Source: an optimization exercise on an open RTL-to-GDS flow (aim: small area, a short achievable clock period and few clock cycles). Production flows keep margins and buffers that such runs may drop.
No functional check of the RTL was part of this run.
Power figures rest on the tool's default switching activity, not on a simulated workload.

==> design.v <==
package lrd_pkg;
    localparam int unsigned CFG_IDX_W = 2;
    localparam logic [31:0] RST_RECORD_MAGIC  = 32'h544B_564C;
    localparam logic [31:0] RST_MAX_KEY_LEN   = 32'h0400_0000;
    localparam logic [31:0] RST_MAX_VALUE_LEN = 32'h1000_0000;
    localparam logic [31:0] FNV_OFFSET = 32'd2166136261;
    localparam logic [2:0] K_KEY       = 3'd0;
    localparam logic [2:0] K_VALUE     = 3'd1;
    localparam logic [2:0] K_OK        = 3'd2;
    localparam logic [2:0] K_BAD_MAGIC = 3'd3;
    localparam logic [2:0] K_BAD_SIZE  = 3'd4;
    localparam logic [2:0] K_BAD_CSUM  = 3'd5;
    localparam logic [2:0] K_TORN      = 3'd6;
endpackage
module lrd_parse (
    input  logic [31:0] i_s,
    input  logic [31:9] i_c,
    input  logic [7:0]  i_b,
    input  logic [31:0] i_exp,
    output logic [31:0] o_s,
    output logic [31:9] o_c,
    output logic        o_match
);
    logic [7:0]  xl;
    logic [9:0]  lo;
    logic [31:0] a, b;
    logic [31:0] a0, a1, a4, a7, a8, a24, b0, b1, b4, b7, b8;
    logic [31:0] s1a, k1a, s1b, k1b, s1c, k1c, s2a, k2a, s2b, k2b, s3a, k3a, s3b, k3b, s4a, k4a, k3l, s5a, k5a;
    logic [31:0] e, k;
    assign xl  = i_s[7:0] ^ i_b;
    assign lo  = {2'b00, xl} + {1'b0, xl[6:0], 1'b0} + {2'b00, xl[3:0], 4'b0000} +
                 {2'b00, xl[0], 7'b0000000};
    assign a   = {i_s[31:8], xl};
    assign b   = {i_c, 9'd0};
    assign a0  = {a[31:8], 8'd0};
    assign a1  = {a[30:7], 8'd0};
    assign a4  = {a[27:4], 8'd0};
    assign a7  = {a[24:1], 8'd0};
    assign a8  = a << 8;
    assign a24 = a << 24;
    assign b0  = b;
    assign b1  = b << 1;
    assign b4  = b << 4;
    assign b7  = b << 7;
    assign b8  = b << 8;
    assign s1a = a0 ^ a1 ^ a4;
    assign k1a = ((a0 & a1) | (a0 & a4) | (a1 & a4)) << 1;
    assign s1b = a7 ^ a8 ^ a24;
    assign k1b = ((a7 & a8) | (a7 & a24) | (a8 & a24)) << 1;
    assign s1c = b0 ^ b1 ^ b7;
    assign k1c = ((b0 & b1) | (b0 & b7) | (b1 & b7)) << 1;
    assign s2a = s1a ^ k1a ^ s1b;
    assign k2a = ((s1a & k1a) | (s1a & s1b) | (k1a & s1b)) << 1;
    assign s2b = k1b ^ s1c ^ k1c;
    assign k2b = ((k1b & s1c) | (k1b & k1c) | (s1c & k1c)) << 1;
    assign s3a = s2a ^ k2a ^ s2b;
    assign k3a = ((s2a & k2a) | (s2a & s2b) | (k2a & s2b)) << 1;
    assign s3b = k2b ^ b8 ^ b4;
    assign k3b = ((k2b & b8) | (k2b & b4) | (b8 & b4)) << 1;
    assign s4a = s3a ^ k3a ^ s3b;
    assign k4a = ((s3a & k3a) | (s3a & s3b) | (k3a & s3b)) << 1;
    assign k3l = k3b | {22'd0, lo[9:8], 8'd0};
    assign s5a = s4a ^ k4a ^ k3l;
    assign k5a = ((s4a & k4a) | (s4a & k3l) | (k4a & k3l)) << 1;
    assign o_s = {s5a[31:8], lo[7:0]};
    assign o_c = k5a[31:9];
    assign e       = i_s ^ b ^ i_exp;
    assign k       = (i_s & b) | ((i_s | b) & ~i_exp);
    assign o_match = (e == {k[30:0], 1'b0});
endmodule
module lrd_outq #(
    parameter int unsigned DEPTH = 3,
    parameter int unsigned W     = 12
) (
    input  logic         i_clk,
    input  logic         i_rst_n,
    input  logic         i_push,
    input  logic [W-1:0] i_data,
    input  logic         i_pop,
    output logic         o_full,
    output logic         o_empty,
    output logic         o_full_next,
    output logic         o_empty_next,
    output logic [W-1:0] o_data
);
    localparam int unsigned CW = $clog2(DEPTH + 1);
    logic [W-1:0]  r_slot [DEPTH];
    logic [CW-1:0] r_count, n_count, wpos;
    logic          r_full, r_empty, pop_ok;
    assign pop_ok       = i_pop && !r_empty;
    assign n_count      = r_count + CW'(i_push) - CW'(pop_ok);
    assign o_full_next  = (n_count == CW'(DEPTH));
    assign o_empty_next = (n_count == '0);
    assign wpos         = r_count - CW'(pop_ok);
    assign o_full       = r_full;
    assign o_empty      = r_empty;
    assign o_data       = r_slot[0];
    always_ff @(posedge i_clk) begin
        if (!i_rst_n) begin
            r_count <= '0;
            r_full  <= 1'b0;
            r_empty <= 1'b1;
        end else begin
            r_count <= n_count;
            r_full  <= o_full_next;
            r_empty <= o_empty_next;
        end
    end
    always_ff @(posedge i_clk) begin
        for (int i = 0; i < DEPTH; i++) begin
            if (i_push && wpos == CW'(i))
                r_slot[i] <= i_data;
            else if (pop_ok && i + 1 < DEPTH)
                r_slot[i] <= r_slot[(i + 1 < DEPTH) ? i + 1 : i];
        end
    end
endmodule
module log_record_deframer_core #(
    parameter int unsigned QDEPTH = 2
) (
    input  logic                          i_clk,
    input  logic                          i_rst_n,
    input  logic                          i_cfg_wr_en,
    input  logic [lrd_pkg::CFG_IDX_W-1:0] i_cfg_index,
    input  logic [31:0]                   i_cfg_wr_data,
    input  logic                          i_valid,
    output logic                          o_stall,
    input  logic                          i_func,
    input  logic [7:0]                    i_log_byte,
    output logic                          o_valid,
    input  logic                          i_stall,
    output logic [2:0]                    o_kind,
    output logic [7:0]                    o_payload_byte,
    output logic [63:0]                   o_sequence_res,
    output logic                          o_tombstone,
    output logic [31:0]                   o_key_length,
    output logic [31:0]                   o_value_length,
    output logic                          o_last
);
    logic [31:0] r_magic_cfg, r_max_key, r_max_value;
    always_ff @(posedge i_clk) begin
        if (!i_rst_n) begin
            r_magic_cfg <= lrd_pkg::RST_RECORD_MAGIC;
            r_max_key   <= lrd_pkg::RST_MAX_KEY_LEN;
            r_max_value <= lrd_pkg::RST_MAX_VALUE_LEN;
        end else if (i_cfg_wr_en) begin
            case (i_cfg_index)
                2'd0:    r_magic_cfg <= i_cfg_wr_data;
                2'd1:    r_max_key   <= i_cfg_wr_data;
                2'd2:    r_max_value <= i_cfg_wr_data;
                default: ;
            endcase
        end
    end
    logic        r_in_valid, r_in_func, r_o_stall;
    logic [7:0]  r_in_byte;
    logic        r_hdr, r_key, r_val, r_chk, r_err;
    logic [4:0]  r_hcount;
    logic        r_h0, r_h4, r_h24, r_h1to4, r_hsz, r_hs0, r_h16;
    logic        r_magic_ok;
    logic        r_kz, r_vz, r_k1, r_v1, r_gt, r_kover;
    logic [63:0] r_seq;
    logic        r_tomb;
    logic [31:0] r_klen, r_vlen, r_exp, r_hs, r_rem;
    logic [31:9] r_hc;
    logic        r_rem_one;
    logic        go, accept, dat;
    logic        q_full, q_empty, q_full_n, q_empty_n, push;
    logic [11:0] push_data, q_data;
    logic        e_hdr, e_pay, chk_push, torn, zero_torn;
    logic        hdr_bad, to_pay, key_to_val;
    logic        beat_push;
    logic [2:0]  beat_kind;
    logic        beat_last;
    logic [31:0] hs_step;
    logic [31:9] hc_step;
    logic        hash_ok;
    logic [7:0]  mbyte, sbyte;
    logic        gt_new;
    logic        bank_clr, bank_we;
    logic        n_hdr, n_key, n_val, n_chk, n_err;
    logic [4:0]  n_hcount;
    logic        n_h0, n_h4, n_h24, n_h1to4, n_hsz, n_hs0, n_h16;
    logic        n_in_valid, n_in_func, nr_n, ne_n;
    assign go      = r_in_valid && !r_o_stall;
    assign accept  = i_valid && !r_o_stall;
    assign dat     = !r_in_func;
    assign o_stall = r_o_stall;
    lrd_parse u_hash (.i_s(r_hs), .i_c(r_hc), .i_b(r_in_byte), .i_exp(r_exp),
                      .o_s(hs_step), .o_c(hc_step), .o_match(hash_ok));
    assign e_hdr     = r_hdr || (r_chk && hash_ok);
    assign e_pay     = r_key || r_val;
    assign chk_push  = r_chk && !q_full;
    assign torn      = e_pay || (e_hdr && !r_h0);
    assign zero_torn = r_hdr && r_h1to4;
    assign hdr_bad   = !r_magic_ok || r_kover || r_gt;
    assign to_pay    = e_hdr && r_h24 && !hdr_bad && !(r_kz && r_vz);
    assign key_to_val = r_key && r_rem_one && !r_vz;
    always_comb begin
        case (r_hcount[1:0])
            2'd0:    mbyte = r_magic_cfg[7:0];
            2'd1:    mbyte = r_magic_cfg[15:8];
            2'd2:    mbyte = r_magic_cfg[23:16];
            default: mbyte = r_magic_cfg[31:24];
        endcase
        case (r_hcount[2:0])
            3'd5:    sbyte = r_max_key[7:0];
            3'd6:    sbyte = r_max_key[15:8];
            3'd7:    sbyte = r_max_key[23:16];
            3'd0:    sbyte = r_max_key[31:24];
            3'd1:    sbyte = r_max_value[7:0];
            3'd2:    sbyte = r_max_value[15:8];
            3'd3:    sbyte = r_max_value[23:16];
            default: sbyte = r_max_value[31:24];
        endcase
        gt_new = (r_in_byte > sbyte) || ((r_in_byte == sbyte) && !r_hs0 && r_gt);
    end
    always_comb begin
        beat_push = 1'b0;
        beat_kind = lrd_pkg::K_TORN;
        beat_last = 1'b1;
        if (!dat) begin
            beat_push = torn;
        end else if (e_hdr) begin
            beat_push = r_h24 && hdr_bad;
            beat_kind = r_magic_ok ? lrd_pkg::K_BAD_SIZE : lrd_pkg::K_BAD_MAGIC;
        end else if (e_pay) begin
            beat_push = 1'b1;
            beat_kind = r_key ? lrd_pkg::K_KEY : lrd_pkg::K_VALUE;
            beat_last = !(r_rem_one && !key_to_val);
        end
    end
    assign push = chk_push || (go && beat_push);
    always_comb begin
        if (chk_push)
            push_data = {hash_ok ? lrd_pkg::K_OK : lrd_pkg::K_BAD_CSUM, 8'd0, 1'b1};
        else if (dat && e_pay)
            push_data = {beat_kind, r_in_byte, beat_last};
        else
            push_data = {beat_kind, 8'd0, 1'b1};
    end
    always_comb begin
        n_hdr    = r_hdr;
        n_key    = r_key;
        n_val    = r_val;
        n_chk    = r_chk;
        n_err    = r_err;
        n_hcount = r_hcount;
        if (go) begin
            {n_hdr, n_key, n_val, n_chk, n_err} = 5'b00000;
            if (!dat) begin
                n_hdr    = 1'b1;
                n_hcount = '0;
            end else if (e_hdr) begin
                n_hcount = r_hcount + 5'd1;
                if (r_h24) begin
                    n_hcount = '0;
                    n_err    = hdr_bad;
                    n_chk    = !hdr_bad && r_kz && r_vz;
                    n_key    = to_pay && !r_kz;
                    n_val    = to_pay && r_kz;
                end else begin
                    n_hdr = 1'b1;
                end
            end else if (e_pay) begin
                n_key = r_key && !r_rem_one;
                n_val = r_val && !r_rem_one || key_to_val;
                n_chk = r_rem_one && !key_to_val;
            end else begin
                n_err = 1'b1;
            end
        end else if (chk_push) begin
            n_chk = 1'b0;
            n_hdr = hash_ok;
            n_err = !hash_ok;
        end
    end
    assign n_h0    = (n_hcount == 5'd0);
    assign n_h4    = (n_hcount == 5'd4);
    assign n_h24   = (n_hcount == 5'd24);
    assign n_h1to4 = (n_hcount != 5'd0) && (n_hcount <= 5'd4);
    assign n_hsz   = (n_hcount >= 5'd13) && (n_hcount <= 5'd20);
    assign n_hs0   = (n_hcount == 5'd13) || (n_hcount == 5'd17);
    assign n_h16   = (n_hcount == 5'd16);
    assign n_in_valid = accept || (r_in_valid && !go);
    assign n_in_func  = accept ? i_func : r_in_func;
    assign nr_n = n_chk || n_key || n_val || (n_hdr && (n_in_func ? !n_h0 : n_h24));
    assign ne_n = n_hdr && (n_in_func ? n_h1to4 : n_h4);
    always_ff @(posedge i_clk) begin
        if (!i_rst_n) begin
            r_in_valid <= 1'b0;
            r_o_stall  <= 1'b0;
            {r_hdr, r_key, r_val, r_chk, r_err} <= 5'b10000;
            r_hcount   <= '0;
            {r_h0, r_h4, r_h24, r_h1to4, r_hsz, r_hs0, r_h16} <= 7'b1000000;
        end else begin
            r_in_valid <= n_in_valid;
            r_o_stall  <= n_in_valid && ((nr_n && q_full_n) || (ne_n && !q_empty_n));
            {r_hdr, r_key, r_val, r_chk, r_err} <= {n_hdr, n_key, n_val, n_chk, n_err};
            r_hcount   <= n_hcount;
            {r_h0, r_h4, r_h24, r_h1to4, r_hsz, r_hs0, r_h16} <=
                {n_h0, n_h4, n_h24, n_h1to4, n_hsz, n_hs0, n_h16};
        end
    end
    always_ff @(posedge i_clk) begin
        if (accept) begin
            r_in_func <= i_func;
            r_in_byte <= i_log_byte;
        end
    end
    always_ff @(posedge i_clk) begin
        if (go && dat && e_hdr && r_hcount < 5'd4)
            r_magic_ok <= (r_h0 || r_magic_ok) && (r_in_byte == mbyte);
        if (go && dat && e_hdr && r_hsz)
            r_gt <= gt_new;
        if (go && dat && e_hdr && r_h16)
            r_kover <= gt_new;
    end
    always_ff @(posedge i_clk) begin
        r_kz   <= (r_klen == 32'd0);
        r_vz   <= (r_vlen == 32'd0);
        r_k1   <= (r_klen == 32'd1);
        r_v1   <= (r_vlen == 32'd1);
    end
    assign bank_clr = go && r_hdr && (dat ? r_h4 : r_h1to4);
    assign bank_we  = r_in_valid && dat && r_hdr;
    always_ff @(posedge i_clk) begin
        if (bank_clr)
            r_seq[7:0] <= dat ? r_in_byte : 8'd0;
        for (int j = 1; j < 8; j++) begin
            if (bank_clr || (bank_we && r_hcount == 5'(4 + j)))
                r_seq[8*j +: 8] <= (r_h4 || !dat) ? 8'd0 : r_in_byte;
        end
        if (bank_clr || (bank_we && r_hcount == 5'd12))
            r_tomb <= (r_hcount == 5'd12) && (r_in_byte != 8'd0);
        for (int j = 0; j < 4; j++) begin
            if (bank_clr || (bank_we && r_hcount == 5'(13 + j)))
                r_klen[8*j +: 8] <= (r_h4 || !dat) ? 8'd0 : r_in_byte;
            if (bank_clr || (bank_we && r_hcount == 5'(17 + j)))
                r_vlen[8*j +: 8] <= (r_h4 || !dat) ? 8'd0 : r_in_byte;
        end
        for (int j = 0; j < 4; j++) begin
            if (bank_we && r_hcount == 5'(21 + j))
                r_exp[8*j +: 8] <= r_in_byte;
        end
    end
    always_ff @(posedge i_clk) begin
        if (go && dat && e_hdr && r_h24) begin
            r_hs <= lrd_pkg::FNV_OFFSET;
            r_hc <= '0;
        end else if (go && dat && e_pay) begin
            r_hs <= hs_step;
            r_hc <= hc_step;
        end
        if (go && dat && to_pay) begin
            r_rem     <= r_kz ? r_vlen : r_klen;
            r_rem_one <= r_kz ? r_v1 : r_k1;
        end else if (go && dat && e_pay) begin
            if (key_to_val) begin
                r_rem     <= r_vlen;
                r_rem_one <= r_v1;
            end else begin
                r_rem     <= r_rem - 32'd1;
                r_rem_one <= (r_rem == 32'd2);
            end
        end
    end
    lrd_outq #(
        .DEPTH (QDEPTH),
        .W     (12)
    ) u_outq (
        .i_clk        (i_clk),
        .i_rst_n      (i_rst_n),
        .i_push       (push),
        .i_data       (push_data),
        .i_pop        (!i_stall),
        .o_full       (q_full),
        .o_empty      (q_empty),
        .o_full_next  (q_full_n),
        .o_empty_next (q_empty_n),
        .o_data       (q_data)
    );
    assign o_valid        = !q_empty;
    assign o_kind         = q_data[11:9];
    assign o_payload_byte = q_data[8:1];
    assign o_last         = q_data[0];
    assign o_sequence_res = r_seq;
    assign o_tombstone    = r_tomb;
    assign o_key_length   = r_klen;
    assign o_value_length = r_vlen;
endmodule
==> flow/run.sh <==
#!/bin/bash
# Standard layout with two changes: the port buffers are the smallest buffer cell
# (buf_1) instead of the default pick, and repair_timing aims for more setup slack than
# the flow settings allow. Every input and output port still gets its own buffer; the
# clock period and constraints are the standard flow's.
set -euo pipefail
export BUFFER_PORTS_ARGS="-buffer_cell sky130_fd_sc_hd__buf_1"
export SETUP_SLACK_MARGIN=6.5
bash standard.sh > standard_flow.log 2>&1
==> standard.sh <==
#!/bin/bash
# synth_recipe.tcl (not shown) runs the flow's synth.tcl, then flattens the netlist and writes it again
# the make line also repeats each setting of config.mk as NAME=value (left out here)
make -C /OpenROAD-flow-scripts/flow DESIGN_CONFIG=/design/flow/config.mk WORK_HOME=/design/flow/orfs CLKGATE_MAP_FILE= SYNTH_SCRIPT=/design/flow/synth_recipe.tcl "${@:-finish}"
==> config.mk <==
export PLATFORM = sky130hd
export DESIGN_NAME = log_record_deframer_core
export DESIGN_NICKNAME = log_record_deframer_core
export VERILOG_FILES = /design/flow/design.v
export SDC_FILE = /design/flow/constraint.sdc
export NUM_CORES = 4
export LEC_CHECK = 0
export CAP_MARGIN = 20
export CORE_MARGIN = 2
export CORE_UTILIZATION = 40
export CTS_CLUSTER_DIAMETER = 100
export CTS_CLUSTER_SIZE = 25
export SLEW_MARGIN = 20
==> constraint.sdc <==
create_clock -name core_clock -period 10.0 [get_ports {i_clk}]
set_input_delay 2.0000 -clock core_clock [delete_from_list [all_inputs] [get_ports {i_clk}]]
set_output_delay 2.0000 -clock core_clock [all_outputs]
set_load 0.01 [all_outputs]
==> reports/summary.json <==
{
  "multiplexer_fraction_of_the_synthesized_cell_area": {"value": 0.0110},
  "synth_top_area_frac": {"value": 0.309},
  "rsz0062_at_grt": {"value": "true"},
  "p_total": {"value": 6.21, "unit": "mW"},
  "worst-slew-pin-transition": {"value": 1.05, "unit": "ns"},
  "first_global_vias": {"value": 16300},
  "synth_enable_flop_cells": {"value": 229},
  "critical_path.max_fanout": {"value": 8},
  "place_worst_setup_slack": {"value": 5.54, "unit": "ns"},
  "syn_area": {"value": 0.0223, "unit": "mm^2"},
  "synth_area_leaders": {"value": "edfxtp_1 31%, fa_1 16%, dfxtp_1 16%, nand2_1 5.6%, ha_1 4.2%"},
  "antenna_violating_nets_post_route": {"value": 0},
  "outcome": {"value": "no timing/DRC/antenna violations"},
  "drt-pass1-iter-count": {"value": 8},
  "grt_first_pass_wirelength": {"value": 97200, "unit": "um"},
  "synth.avg_cell_area": {"value": 11.0, "unit": "um^2"},
  "max_freq": {"value": 0.255, "unit": "GHz"},
  "slew_headroom": {"value": 0.295},
  "layout-area-overhead-vs-synth": {"value": 18.5, "unit": "%"},
  "timing.critical_path.depth": {"value": 14},
  "groute.layer.met1.usage": {"value": 0.287},
  "postSynthNetCount": {"value": 2326},
  "yosys.area_share.simple": {"value": 0.129},
  "wire_length_per_cell": {"value": 21.4, "unit": "um"},
  "worst-endpoint-arrival": {"value": 4.23, "unit": "ns"},
  "yosys_warnings": {"value": 3},
  "period_minus_slack": {"value": 3.91, "unit": "ns"},
  "dominant_combinational_cell_family_by_area_after_synthesis": {"value": "adder cells"},
  "place.port_buffers": {"value": 190},
  "power_density": {"value": 236, "unit": "mW/mm^2"},
  "seq_area_frac_synth": {"value": 0.468},
  "post_synth_num_cell_types": {"value": 73},
  "first_iter_violations": {"value": 1341},
  "critical-path-top-cell-by-count": {"value": "buf_6"},
  "fin_ws": {"value": 6.09, "unit": "ns"},
  "cts_max_level": {"value": 1},
  "remaining_drc_errors": {"value": 0},
  "post_dr_vias_cell": {"value": 5.32},
  "io_pins": {"value": 191},
  "startpoint_type": {"value": "flip-flop"},
  "synthesis.instances": {"value": 2024},
  "drive_above_1_share": {"value": 0.157},
  "total_number_of_placement_rows": {"value": 86},
  "cell_depth_of_the_worst_flop_to_flop_path": {"value": 14},
  "critical-path-max-stage-delay": {"value": 0.56, "unit": "ns"},
  "grt_overflow": {"value": 0},
  "drt_wl_total": {"value": 65100, "unit": "um"},
  "synth_largest_area_cell": {"value": "edfxtp_1"},
  "tritoncts.num_buffers": {"value": 20},
  "die_height": {"value": 240, "unit": "um"},
  "final_core_occ": {"value": 0.479},
  "path_type_of_the_worst_min_delay_path": {"value": "reg -> reg"},
  "finalSetupViolations": {"value": 0},
  "timing_hold_violations_final": {"value": 0},
  "critical_path_buf_inv_count": {"value": 5},
  "post_synth_xor_area_fraction": {"value": 0.0413},
  "ctsHoldBuffers": {"value": 0},
  "ctsLongestPathBuffers": {"value": 3},
  "antenna_cells": {"value": 0},
  "final.setup_skew": {"value": 0.0260, "unit": "ns"},
  "most_used_layer_global_route": {"value": "met2"},
  "initial_utilization": {"value": 0.404},
  "critical-path-slowest-cell": {"value": "fa_1"},
  "synth_seq_cells": {"value": 406},
  "cp-end-kind": {"value": "flip-flop"},
  "num-fill-cells": {"value": 5042},
  "grt_start_max_net_pins": {"value": 112},
  "cts_tree": {"value": "done"},
  "critical_path.top_delay_family": {"value": "simple AND/OR/NAND/NOR gates"},
  "design.core.area": {"value": 0.0551, "unit": "mm^2"},
  "clk_pin_slew_worst_paths": {"value": 0.10, "unit": "ns"},
  "synthFlopType": {"value": "edfxtp_1"},
  "horizontal_die_dimension": {"value": 240, "unit": "um"},
  "detailroute.via_count": {"value": 16100},
  "area_after_detailed_placement": {"value": 0.0239, "unit": "mm^2"},
  "final_design_area_no_fill": {"value": 0.0264, "unit": "mm^2"},
  "antenna_found_initial": {"value": 0},
  "worstSetupPathType": {"value": "reg -> reg"},
  "cp_data_required_time": {"value": 10.32, "unit": "ns"},
  "fraction_of_the_mapped_netlist_area_in_compound_gates": {"value": 0.0936},
  "num-nets-final": {"value": 2574},
  "detailedPlacementHpwl": {"value": 45400, "unit": "um"},
  "routabilityCongestion": {"value": 0.915},
  "design.die.area": {"value": 0.0576, "unit": "mm^2"},
  "synthAdderAreaFrac": {"value": 0.203},
  "power.ir.vdd_worst": {"value": 148, "unit": "uV"},
  "max_cap_violations": {"value": 0},
  "timing_max_transition_violations_final": {"value": 0},
  "final_clock_period_utilization_by_the_worst_path": {"value": 0.391},
  "root_buffer": {"value": "clkbuf_16"},
  "met2_usage": {"value": 0.387},
  "sum_of_negative_setup_slack": {"value": 0, "unit": "ns"},
  "grt_use_total": {"value": 0.221},
  "critical_path.cell_chain": {"value": "fa_1 -> xor2_1 -> nand4_1 -> nor4_4 -> a41oi_4 -> buf_4 -> buf_6 -> buf_6 -> buf_6 -> nor3_4 -> nand3_4 -> buf_6 -> mux2_4 -> a221o_1"},
  "use_met3": {"value": 0.0234},
  "async_reset_ff_frac": {"value": 0},
  "hold_path_depth": {"value": 2},
  "cts_sinks": {"value": 406},
  "leakage": {"value": 10.2, "unit": "nW"},
  "worstSkewPairLatency": {"value": 0.57, "unit": "ns"}
}
worst register-to-register path, stage by stage, from the launching register on:
cell and delay, ns:
dfxtp_4 0.38, fa_1 0.56, xor2_1 0.21, nand4_1 0.19
nor4_4 0.36, a41oi_4 0.19, buf_4 0.19, buf_6 0.10
buf_6 0.10, buf_6 0.12, nor3_4 0.22, nand3_4 0.16
buf_6 0.17, mux2_4 0.36, a221o_1 0.37
sequential cells by signal, summed over array words and instances (netlist names), 32 cells and up:
signal       count
r_seq           64
r_exp           32
r_hs            32
r_klen          32
r_magic_cfg     32
r_max_key       32
r_max_value     32
r_rem           32
r_vlen          32
cells in the final DEF, fill, tap and decap left out, drive strengths merged, types with 5 or more instances in the layout:
master / count
or2: 7
xnor2: 39
mux2: 14
nand3: 31
o211ai: 13
nor4: 30
and2: 27
o21ai: 19
a221oi: 6
a221o: 11
o22ai: 27
inv: 239
edfxtp: 229
xor2: 66
clkbuf: 36
or3: 5
nor3: 33
nand4: 18
o21a: 5
mux2i: 8
ha: 75
buf: 297
a21oi: 60
nor2b: 18
nand2b: 11
nand3b: 6
fa: 179
a21o: 21
nand2: 331
a21boi: 82
dfxtp: 177
nor2: 102
a222oi: 21
synthesized netlist by cell type (27+ instances only):
library cell / n
xnor2_1: 39
nand2_1: 331
inv_1: 236
o22ai_1: 27
and2_1: 27
nor2_1: 101
fa_1: 179
ha_1: 75
nor4_1: 28
clkbuf_1: 68
dfxtp_1: 177
xor2_1: 66
a21boi_0: 81
nor3_1: 31
nand3_1: 30
edfxtp_1: 229
a21oi_1: 60
cell type report:
type                       instances  area, um^2  area share
timing repair buffer             304        1980      0.0751
multi-input combinational       1302       11400       0.431
inverter                         238         918      0.0348
sequential                       406       10500       0.399
tap                              748         936      0.0355
clock buffer                      31         563      0.0213
clock inverter                     5        78.8     0.00299
final timing paths:
| path | from | endpoint | slack (ns) |
|---|---|---|---|
| setup / recovery | r_hs[28]$_SDFFE_PP0P_ | r_rem[2]$_DFFE_PP_ | 6.09 |
| hold / removal | r_max_value[8]$_SDFFE_PN0P_ | r_max_value[8]$_SDFFE_PN0P_ | 0.47 |
| setup reg to reg | r_hs[28]$_SDFFE_PP0P_ | r_rem[2]$_DFFE_PP_ | 6.09 |
| hold reg to reg | r_max_value[8]$_SDFFE_PN0P_ | r_max_value[8]$_SDFFE_PN0P_ | 0.47 |
kinds of logic after synthesis:
family / Yosys count
buf+inv: 318
mux: 22
compound gates: 288
flops: 406
fa+ha+maj: 254
xor+xnor: 105
simple gates: 631
per-stage QoR:
step | hold WS (ns) | std cells
6_report | 0.473 | 3034
5_1_grt | 0.492 | 3034
4_1_cts | 0.475 | 2989
3_5_place_dp | 0.457 | 2908
3_3_place_gp | 0.445 | 2907
2_1_floorplan | 0.435 | 2024
report_power, final:
| part | leakage [nW] | switching (mW) | internal [mW] |
|---|---|---|---|
| registers | 3.55 | 0.135 | 1.86 |
| logic | 6.34 | 1.74 | 1.48 |
| clock network | 0.316 | 0.551 | 0.439 |
what timing repair did:
item                                    CTS  global route
pin swaps                                47            89
gates resized for setup                 129           132
setup buffers                            44            35
gates cloned                              1            10
endpoints found under the setup margin  140           151
metal layers:
layer / part of all wire / up-vias / wire [um]
li1: - / 7283 / -
met1: 0.40 / 8170 / 26300
met4: 0.035 / 0 / 2260
met5: 0 / - / 0
met2: 0.51 / 555 / 33100
met3: 0.052 / 132 / 3360

==> port drivers added, routing unchanged <==
How much do the figures lean on ideal ports? The routed layout below was timed once more, with nothing changed but the port constraints.
Step 1 assumes that a clkbuf_16 drives the clock port and a buf_2 every other input.
Step 2 moves the port delays by t, midway between the first and last clock arrival at a register: inputs arrive t later, outputs are due t later. That takes back most of the time a late clock gives input paths.
Three values: no drivers, after step 1, after step 2; two values: the first two.
t, ns: 0.615
setup WS [ns]: 6.085 / 6.085 / 6.085
worst register clock-pin slew, ns: 0.11 / 0.11
cell pins on the clock port's net: 1
After both steps this run still meets setup and hold. The setup slack of this run moves by 0.000 ns with the drivers and by 0.000 ns with both steps.
